Background: an optimization exercise with open tools, aiming at a short achievable clock period and few clock cycles. Do not read the settings as production practice.
The flow treats the clock pin as an ideal source, which a real chip does not have.
Power figures rest on the tool's default switching activity, not on a simulated workload.

// axiToAhbBridge
module axiToAhbBridge (
    input  wire                                 ACLK,
    input  wire                                 rst,
    input  wire                                 awValid,
    output logic                                awReady,
    input  wire [axiAhbPkg::IdWidth-1:0]        awId,
    input  wire [axiAhbPkg::AddrWidth-1:0]      awAddr,
    input  wire [axiAhbPkg::BeatIdxWidth-1:0]   awLen,
    input  wire axiAhbPkg::axiSize_e            awSize,
    input  wire                                 wValid,
    output logic                                wReady,
    input  wire [axiAhbPkg::DataWidth-1:0]      wData,
    input  wire                                 wLast,
    output logic                                bValid,
    input  wire                                 bReady,
    output logic [axiAhbPkg::IdWidth-1:0]       bId,
    output axiAhbPkg::axiResp_e                 bResp,
    input  wire                                 arValid,
    output logic                                arReady,
    input  wire [axiAhbPkg::IdWidth-1:0]        arId,
    input  wire [axiAhbPkg::AddrWidth-1:0]      arAddr,
    input  wire [axiAhbPkg::BeatIdxWidth-1:0]   arLen,
    input  wire axiAhbPkg::axiSize_e            arSize,
    output logic                                rValid,
    input  wire                                 rReady,
    output logic [axiAhbPkg::IdWidth-1:0]       rId,
    output logic [axiAhbPkg::DataWidth-1:0]     rData,
    output axiAhbPkg::axiResp_e                 rResp,
    output logic                                rLast,
    output logic [axiAhbPkg::AddrWidth-1:0]     hAddr,
    output logic                                hWrite,
    output logic [2:0]                          hSize,
    output axiAhbPkg::ahbTrans_e                hTrans,
    output logic [axiAhbPkg::DataWidth-1:0]     hWData,
    input  wire [axiAhbPkg::DataWidth-1:0]      hRData,
    input  wire                                 hReady,
    input  wire                                 hResp
);
clock: 5.5 ns
lec_check: 0
abc_clock_period_in_ps: 2000
cap_margin: 20
core_margin: 2
core_utilization: 45
setup_slack_margin: 3.3
slew_margin: 20
run.sh (not shown) runs the stock make flow with config.mk's settings and CLKGATE_MAP_FILE= SYNTH_SCRIPT=/design/flow/synth_recipe.tcl, a recipe that flattens the netlist after the stock synthesis.
Next try:
==> flow/flow/run.sh (new file) <==
#!/bin/bash
# The standard layout, except that after clock tree synthesis the clock port
# drives the tree's first-level buffers directly (see post_cts.tcl), and that
# repair may resize cells across footprints.
set -euo pipefail
cd "$(dirname "$0")/.."
export POST_CTS_TCL="$PWD/flow/post_cts.tcl"
bash standard.sh MATCH_CELL_FOOTPRINT=0 finish > flow_make.log 2>&1
==> flow/flow/post_cts.tcl (new file) <==
set block [ord::get_db_block]
set clkNet [$block findNet ACLK]
set rootInst ""
set nIn 0
foreach it [$clkNet getITerms] {
  if {[$it isInputSignal]} { set rootInst [$it getInst]; incr nIn }
}
if {$nIn != 1} {
  puts "post_cts: the clock port feeds $nIn cell pins; tree left as it is"
  return
}
set rootOutNet ""
foreach it [$rootInst getITerms] {
  if {[$it isOutputSignal]} { set rootOutNet [$it getNet] }
}
set loads {}
foreach it [$rootOutNet getITerms] {
  if {[$it isInputSignal]} { lappend loads $it }
}
if {[llength $loads] > 4 || [llength [$rootOutNet getBTerms]] > 0} {
  puts "post_cts: root [$rootInst getName] drives [llength $loads] pins; tree left as it is"
  return
}
puts "post_cts: removing root buffer [$rootInst getName]; the clock port now drives [llength $loads] buffers"
foreach it $loads {
  $it disconnect
  $it connect $clkNet
}
foreach it [$rootInst getITerms] {
  if {[$it getNet] ne "NULL"} { $it disconnect }
}
odb::dbInst_destroy $rootInst
odb::dbNet_destroy $rootOutNet

# Repair timing again for the shorter clock paths, as the cts step does after
# clock tree synthesis, and legalize the placement.
estimate_parasitics -placement
report_clock_skew
repair_timing_helper
detailed_placement
check_placement -verbose
estimate_parasitics -placement
report_clock_skew
report_worst_slack -max
==> flow/standard.sh (new file) <==
#!/bin/bash
# synth_recipe.tcl (not shown) runs the flow's synth.tcl, then flattens the netlist and writes it again
# the make line also repeats each setting of config.mk as NAME=value (left out here)
make -C /OpenROAD-flow-scripts/flow DESIGN_CONFIG=/design/flow/config.mk WORK_HOME=/design/flow/orfs CLKGATE_MAP_FILE= SYNTH_SCRIPT=/design/flow/synth_recipe.tcl "${@:-finish}"
- CORE_UTILIZATION: 45 -> 55
removed: flow/run.sh
What happened: Sequential power stays flat; non-clock buffer count went up by 13; synthesized cell count does not change; maximum frequency hardly moves; cell area stays flat.
Next try:
--- a/flow/flow/post_cts.tcl
+++ b/flow/flow/post_cts.tcl
@@ -39,4 +39,7 @@
 repair_timing_helper
 detailed_placement
+estimate_parasitics -placement
+repair_timing_helper
+detailed_placement
 check_placement -verbose
 estimate_parasitics -placement
=> Flip-flop and latch count stays the same; power stays flat; via count stays flat; die area does not change; wire length stays flat; synthesized cell count is unchanged; hold slack is about the same.
Next try:
==> flow/run.sh (new file) <==
#!/bin/bash
# synth_recipe.tcl (not shown) runs the flow's synth.tcl, then flattens the netlist and writes it again
# the make line also repeats each setting of config.mk as NAME=value (left out here)
make -C /OpenROAD-flow-scripts/flow DESIGN_CONFIG=/design/flow/config.mk WORK_HOME=/design/flow/orfs CLKGATE_MAP_FILE= SYNTH_SCRIPT=/design/flow/synth_recipe.tcl finish
removed: flow/flow/run.sh
removed: flow/flow/post_cts.tcl
removed: flow/standard.sh
Effect:
- final area drops slightly
- worst hold slack stays flat
- final cell count drops slightly
No functional check of the RTL was part of any run of this note.


Another version of the RTL of axiToAhbBridge (not shown whole).
Size in the first run: about 580 flip-flops, roughly 280 I/O pins, ~22,000 sq um of cells after synthesis.
==> flow/config.mk <==
export PLATFORM = sky130hd
export DESIGN_NAME = axiToAhbBridge
export DESIGN_NICKNAME = axiToAhbBridge
export VERILOG_FILES = /design/flow/design.v
export SDC_FILE = /design/flow/constraint.sdc
export NUM_CORES = 4
export LEC_CHECK = 0
export ABC_CLOCK_PERIOD_IN_PS = 2000
export CAP_MARGIN = 20
export CORE_MARGIN = 2
export CORE_UTILIZATION = 55
export SETUP_SLACK_MARGIN = 3.3
export SLEW_MARGIN = 20
==> flow/constraint.sdc <==
create_clock -name core_clock -period 5.5 [get_ports {ACLK}]
set_input_delay 1.1000 -clock core_clock [delete_from_list [all_inputs] [get_ports {ACLK}]]
set_output_delay 1.1000 -clock core_clock [all_outputs]
set_load 0.01 [all_outputs]
standard.sh (not shown) runs the stock make flow with config.mk's settings and CLKGATE_MAP_FILE= SYNTH_SCRIPT=/design/flow/synth_recipe.tcl, a recipe that flattens the netlist after the stock synthesis.
==> flow/flow/run.sh <==
#!/bin/bash
# The standard layout, with repair allowed to resize cells across footprints.
set -euo pipefail
cd "$(dirname "$0")/.."
bash standard.sh MATCH_CELL_FOOTPRINT=0 finish > flow_make.log 2>&1
Edit:
==> flow/run.sh (new file) <==
#!/bin/bash
# synth_recipe.tcl (not shown) runs the flow's synth.tcl, then flattens the netlist and writes it again
# the make line also repeats each setting of config.mk as NAME=value (left out here)
make -C /OpenROAD-flow-scripts/flow DESIGN_CONFIG=/design/flow/config.mk WORK_HOME=/design/flow/orfs CLKGATE_MAP_FILE= SYNTH_SCRIPT=/design/flow/synth_recipe.tcl finish
removed: flow/flow/run.sh
removed: flow/standard.sh
=> Hold slack loses 0.0092 ns; routed wire length rose by 2.6%; via count rose by 1.8%; sequential power fell by about 1%; final area stays flat; first-iteration DRC count rose by 16%; clock skew rose by 0.0056 ns; core utilization hardly moves; flip-flop and latch count is unchanged; global-route usage rose by 0.35 points; setup slack gains 0.066 ns.
No functional check of the RTL was part of any run of this note.

==> static timing again, ports no longer ideal <==
No port has a modelled driver above. Below, the same layouts with a new extraction and two added sets of constraints.
Step 1: set_driving_cell puts a clkbuf_16 on ACLK and a buf_2 on each other input, an assumption about the parent block.
Step 2 adds t to the input delays and takes it off the output delays; t is the mean of the earliest and latest rising clock arrival at the registers after step 1. Input paths then give back, and output paths get back, about the clock's delay inside the block.
Slacks: ideal / step 1 / step 2; pairs: ideal / step 1.
| run | t (ns) | setup WS [ns] | hold WS [ns] | worst slew at a driven data input, ns | pins driven straight from the clock port |
|---|---|---|---|---|---|
| the first run of note 1 | 0.658 | 3.313 / 3.257 / 2.688 | 0.442 / 0.442 / 0.442 | 0.09 | 1 |
| the second run of note 1 | 0.516 | 3.318 / 3.367 / 2.851 | 0.443 / 0.443 / 0.443 | 0.10 | 4 |
| the third run of note 1 | 0.516 | 3.327 / 3.355 / 2.854 | 0.442 / 0.442 / 0.442 | 0.09 | 4 |
| the fourth run of note 1 | 0.651 | 3.328 / 3.272 / 2.723 | 0.440 / 0.440 / 0.440 | 0.11 | 1 |
| the first run of note 2 | 0.649 | 3.249 / 3.210 / 2.561 | 0.445 / 0.445 / 0.445 | 0.09 | 1 |
| the second run of note 2 | 0.640 | 3.315 / 3.261 / 2.621 | 0.436 / 0.436 / 0.436 | 0.10 | 1 |
After both steps every run listed still meets setup and hold. The setup slack of the second run of note 2, which loses most, moves by -0.054 ns with the drivers and by -0.694 ns with both steps.
